Background: an optimization exercise with open tools, aiming at small area and a short achievable clock period. Do not read the settings as production practice. In this exercise RTL edits were held to simulation tests only and were not proved equivalent to the original. No activity file was given, so power comes from the tool's default toggle rates.

Setup of main:
==> flow/design.v (excerpt) <==
module memory_responder (
  input  logic            CLOCK,
  input  logic            RESET,
  input  logic [1:0]      ctrl_bus,
  input  logic [7:0]      addr_bus,
  input  logic [7:0]      write_bus,
  output logic [7:0]      read_bus,
  input  logic            load_valid,
  input  logic [7:0]      load_addr,
  input  logic [7:0]      load_data,
  output logic            mem_ready,
  output logic [7:0]      io_out,
  output logic [7:0]      write_count
);
Size: ~62 I/O pins.
export LEC_CHECK = 0
export CAP_MARGIN = 20
export CORE_MARGIN = 2
export CORE_UTILIZATION = 55
export SETUP_SLACK_MARGIN = 1.5
export SLEW_MARGIN = 20
export SYNTH_HIERARCHICAL = 1
export TNS_END_PERCENT = 5
create_clock -name core_clock -period 4.0 [get_ports {CLOCK}]
standard.sh (not shown) runs the stock make flow with config.mk's settings and CLKGATE_MAP_FILE= SYNTH_SCRIPT=/design/flow/synth_recipe.tcl, a recipe that flattens the netlist after the stock synthesis.
==> flow/flow/run.sh <==
#!/bin/bash
set -euo pipefail
bash standard.sh \
  "BUFFER_PORTS_ARGS=-buffer_cell sky130_fd_sc_hd__buf_4" \
  "CTS_ARGS=-sink_clustering_enable -repair_clock_nets -dont_use_dummy_load -sink_clustering_size 24 -sink_clustering_max_diameter 100" \
  finish > orfs_make.log 2>&1
The flow did not stop early for main: all stages ran, and the layout cleared the timing, design-rule and antenna checks.
#### Input delta (the feature branch over main)
Settings: swapping 5 for 0 in TNS_END_PERCENT; putting PLACE_DENSITY at 0.5 where nothing was set; swapping 55 for 40 in CORE_UTILIZATION.
Notes after the runs:
Any difference in combinational power between the feature branch and main is small enough to ignore.
Going from main to the feature branch, share of synthesized registers carrying an async set or reset shows no meaningful change; net count of the finished layout held; sequential share of layout area fell by 0.42 points; met3 routed wirelength lost 15%.

Setup of east:
Starting RTL as in the previous note.
==> flow/design.v (excerpt) <==
module memory_responder (
  input  logic            CLOCK,
  input  logic            RESET,
  input  logic [1:0]      ctrl_bus,
  input  logic [7:0]      addr_bus,
  input  logic [7:0]      write_bus,
  output logic [7:0]      read_bus,
  input  logic            load_valid,
  input  logic [7:0]      load_addr,
  input  logic [7:0]      load_data,
  output logic            mem_ready,
  output logic [7:0]      io_out,
  output logic [7:0]      write_count
);
export LEC_CHECK = 0
export ABC_AREA = 1
export CAP_MARGIN = 20
export CORE_MARGIN = 2
export CORE_UTILIZATION = 50
export SETUP_SLACK_MARGIN = 1.5
export SLEW_MARGIN = 20
export SYNTH_HIERARCHICAL = 1
export TNS_END_PERCENT = 0
create_clock -name core_clock -period 4.0 [get_ports {CLOCK}]
Scripts as last shown in full above: flow/flow/run.sh
east reached the end of the flow, and the finished layout is clean on the timing, design-rule and antenna checks.
The inputs of south differ from those of east as listed below.
# east
export LEC_CHECK = 0
export ABC_AREA = 1
export CAP_MARGIN = 20
export CORE_MARGIN = 2
export CORE_UTILIZATION = 50
export SETUP_SLACK_MARGIN = 1.5
export SLEW_MARGIN = 20
export SYNTH_HIERARCHICAL = 1
export TNS_END_PERCENT = 0
create_clock -name core_clock -period 4.0 [get_ports {CLOCK}]
# south
export LEC_CHECK = 0
export CAP_MARGIN = 20
export CORE_MARGIN = 2
export CORE_UTILIZATION = 50
export SETUP_SLACK_MARGIN = 1.5
export SLEW_MARGIN = 20
export SYNTH_HIERARCHICAL = 1
export TNS_END_PERCENT = 0
create_clock -name core_clock -period 4.0 [get_ports {CLOCK}]
==> notes.md <==
In the flow results for south and east, the final worst-path cycle share is smaller on east.
south leaves less setup margin than east.
south vs. east: area growth from synthesis to layout increased 5.2 points, wire length reported by the detailed router decreased by 4.2% relative to the old numbers, y dimension of the die went down, overall power after layout has decreased, slew at the pin closest to its max-slew limit went down 21 ps.
Non-clock buffer count, south vs east: up by more than half

The RTL this note starts from:
==> flow/design.v <==
package typedef_collection;
  localparam int unsigned REGSIZE = 8;
  typedef logic [REGSIZE-1:0] DEFAULT_TYPE;
  typedef enum logic [1:0] {
    MEMORY_STAY  = 2'b00,
    MEMORY_READ  = 2'b01,
    MEMORY_WRITE = 2'b10
  } MEMORY_FLAG_TYPE;
  typedef enum logic {
    CLEAR = 1'b0,
    READY = 1'b1
  } MEMORY_STATE_TYPE;
endpackage
module memory_array (
  input  logic         CLOCK,
  input  logic [255:0] sel_write,   
  input  logic [255:0] sel_load,    
  input  logic [255:0] sel_cpu,     
  input  logic [7:0]   load_data,
  input  logic [7:0]   cpu_data,
  input  logic [255:0] sel_read,    
  input  logic [7:0]   rd_extra,
  output logic [7:0]   rdata
);
  logic [7:0] mem [256];
  genvar w;
  generate
    for (w = 0; w < 256; w++) begin : g_word
      always_ff @(posedge CLOCK)
        if (sel_write[w])
          mem[w] <= ({8{sel_load[w]}} & load_data) | ({8{sel_cpu[w]}} & cpu_data);
    end
  endgenerate
  always_comb begin
    rdata = rd_extra;
    for (int i = 0; i < 256; i++) rdata = rdata | ({8{sel_read[i]}} & mem[i]);
  end
endmodule
module memory_responder (
  input  logic            CLOCK,
  input  logic            RESET,
  input  logic [1:0]      ctrl_bus,
  input  logic [7:0]      addr_bus,
  input  logic [7:0]      write_bus,
  output logic [7:0]      read_bus,
  input  logic            load_valid,
  input  logic [7:0]      load_addr,
  input  logic [7:0]      load_data,
  output logic            mem_ready,
  output logic [7:0]      io_out,
  output logic [7:0]      write_count
);
  logic         state;
  logic [7:0]   clear_ptr;
  logic [15:0]  a_hi, a_lo, r_hi, l_hi, l_lo, c_hi, c_lo;
  logic [255:0] sel_read, sel_load, sel_cpu, sel_write;
  logic [7:0]   cpu_data;
  logic [7:0]   rdata_c;
  logic         clr_c, cpu_wr_c, load_we_c, cpu_we_c, rd_c;
  assign clr_c     = RESET || !state;
  assign cpu_wr_c  = !clr_c && (ctrl_bus == typedef_collection::MEMORY_WRITE);
  assign load_we_c = !clr_c && load_valid;
  assign cpu_we_c  = cpu_wr_c && !(load_valid && (load_addr == addr_bus));
  assign cpu_data  = write_bus & {8{!clr_c}};
  assign rd_c      = !RESET && (ctrl_bus == typedef_collection::MEMORY_READ);
  always_comb begin
    for (int j = 0; j < 16; j++) begin
      a_hi[j] = (addr_bus[7:4] == 4'(j));
      a_lo[j] = (addr_bus[3:0] == 4'(j));
      r_hi[j] = rd_c && a_hi[j];
      l_hi[j] = load_we_c && (load_addr[7:4] == 4'(j));
      l_lo[j] = (load_addr[3:0] == 4'(j));
      c_hi[j] = clr_c || (cpu_wr_c && a_hi[j]);
      c_lo[j] = clr_c || a_lo[j];
    end
  end
  always_comb begin
    for (int i = 0; i < 256; i++) begin
      sel_read[i] = r_hi[i / 16] && a_lo[i % 16];
      sel_load[i] = l_hi[i / 16] && l_lo[i % 16];
      sel_cpu[i]   = c_hi[i / 16] && c_lo[i % 16] && !sel_load[i];
      sel_write[i] = sel_load[i] || (c_hi[i / 16] && c_lo[i % 16]);
    end
  end
  memory_array u_array (
    .CLOCK     (CLOCK),
    .sel_write (sel_write),
    .sel_load  (sel_load),
    .sel_cpu   (sel_cpu),
    .load_data (load_data),
    .cpu_data  (cpu_data),
    .sel_read  (sel_read),
    .rd_extra  (read_bus & {8{!RESET && (ctrl_bus != typedef_collection::MEMORY_READ)}}),
    .rdata     (rdata_c)
  );
  always_ff @(posedge CLOCK) read_bus <= rdata_c;
  always_ff @(posedge CLOCK) begin
    if (RESET) begin
      state       <= 1'b0;
      clear_ptr   <= '0;
      io_out      <= '0;
      write_count <= '0;
      mem_ready   <= 1'b0;
    end else if (!state) begin
      clear_ptr <= clear_ptr + 8'd1;
      if (clear_ptr == 8'hFF) begin
        state     <= 1'b1;
        mem_ready <= 1'b1;
      end
    end else begin
      if (cpu_we_c) begin
        if (write_count != 8'hFF) write_count <= write_count + 8'd1;
        if (addr_bus == 8'hFF) io_out <= write_bus;
      end
    end
  end
endmodule
clock: 4.0 ns
lec_check: 0
cap_margin: 20
core_margin: 2
core_utilization: 50
cts_cluster_diameter: 100
cts_cluster_size: 24
setup_slack_margin: 1.5
slew_margin: 20
synth_hierarchical: 1
tns_end_percent: 0
run.sh (not shown) runs the stock make flow with config.mk's settings and CLKGATE_MAP_FILE= SYNTH_SCRIPT=/design/flow/synth_recipe.tcl, a recipe that flattens the netlist after the stock synthesis.
Stock flow here: none of the scripts above is used.
The first run never finished: it broke off in 5_1_grt on GRT-0116.
Next try:
==> flow/flow/run.sh (new file) <==
#!/bin/bash
set -euo pipefail
bash standard.sh \
  "BUFFER_PORTS_ARGS=-buffer_cell sky130_fd_sc_hd__buf_4" \
  "CTS_ARGS=-sink_clustering_enable -repair_clock_nets -dont_use_dummy_load -sink_clustering_size 24 -sink_clustering_max_diameter 100" \
  finish > orfs_make.log 2>&1
==> flow/standard.sh (new file) <==
#!/bin/bash
# synth_recipe.tcl (not shown) runs the flow's synth.tcl, then flattens the netlist and writes it again
# the make line also repeats each setting of config.mk as NAME=value (left out here)
make -C /OpenROAD-flow-scripts/flow DESIGN_CONFIG=/design/flow/config.mk WORK_HOME=/design/flow/orfs CLKGATE_MAP_FILE= SYNTH_SCRIPT=/design/flow/synth_recipe.tcl "${@:-finish}"
Settings changed: CTS_CLUSTER_DIAMETER 100 to default, CTS_CLUSTER_SIZE 24 to default.
removed: flow/run.sh
The new run ended with an error in 5_1_grt; synthesized area stays the same; synthesized cell count stays the same.

-- afterwards: timing with drivers on the ports --
The flow's constraints put no driver on any port. The routed layouts listed below were extracted and timed again, unchanged, in two steps. Step 1, drivers: a clkbuf_16 drives CLOCK and a buf_2 each remaining input, both assumed. Step 2 times the ports against the registers' clock, not the clock port: input delays grow and output delays shrink by t, the midpoint of the rising clock arrivals with the driver on. a / b / c = ideal / step 1 / step 2; a / b = the first two.
| run | t (ns) | setup WS [ns] | pins driven straight from the clock port |
|---|---|---|---|
| main | 0.881 | 0.814 / 0.721 / -0.159 | 1 |
| the feature branch | 0.908 | 0.880 / 0.944 / 0.036 | 1 |
| east | 0.891 | 1.115 / 1.119 / 0.227 | 1 |
| south | 0.866 | 0.856 / 0.836 / -0.030 | 1 |
With both steps, setup timing fails in main and south, where it was met with ideal ports. For main, which loses most, drivers alone change the setup slack by -0.093 ns; drivers and shift together by -0.973 ns.
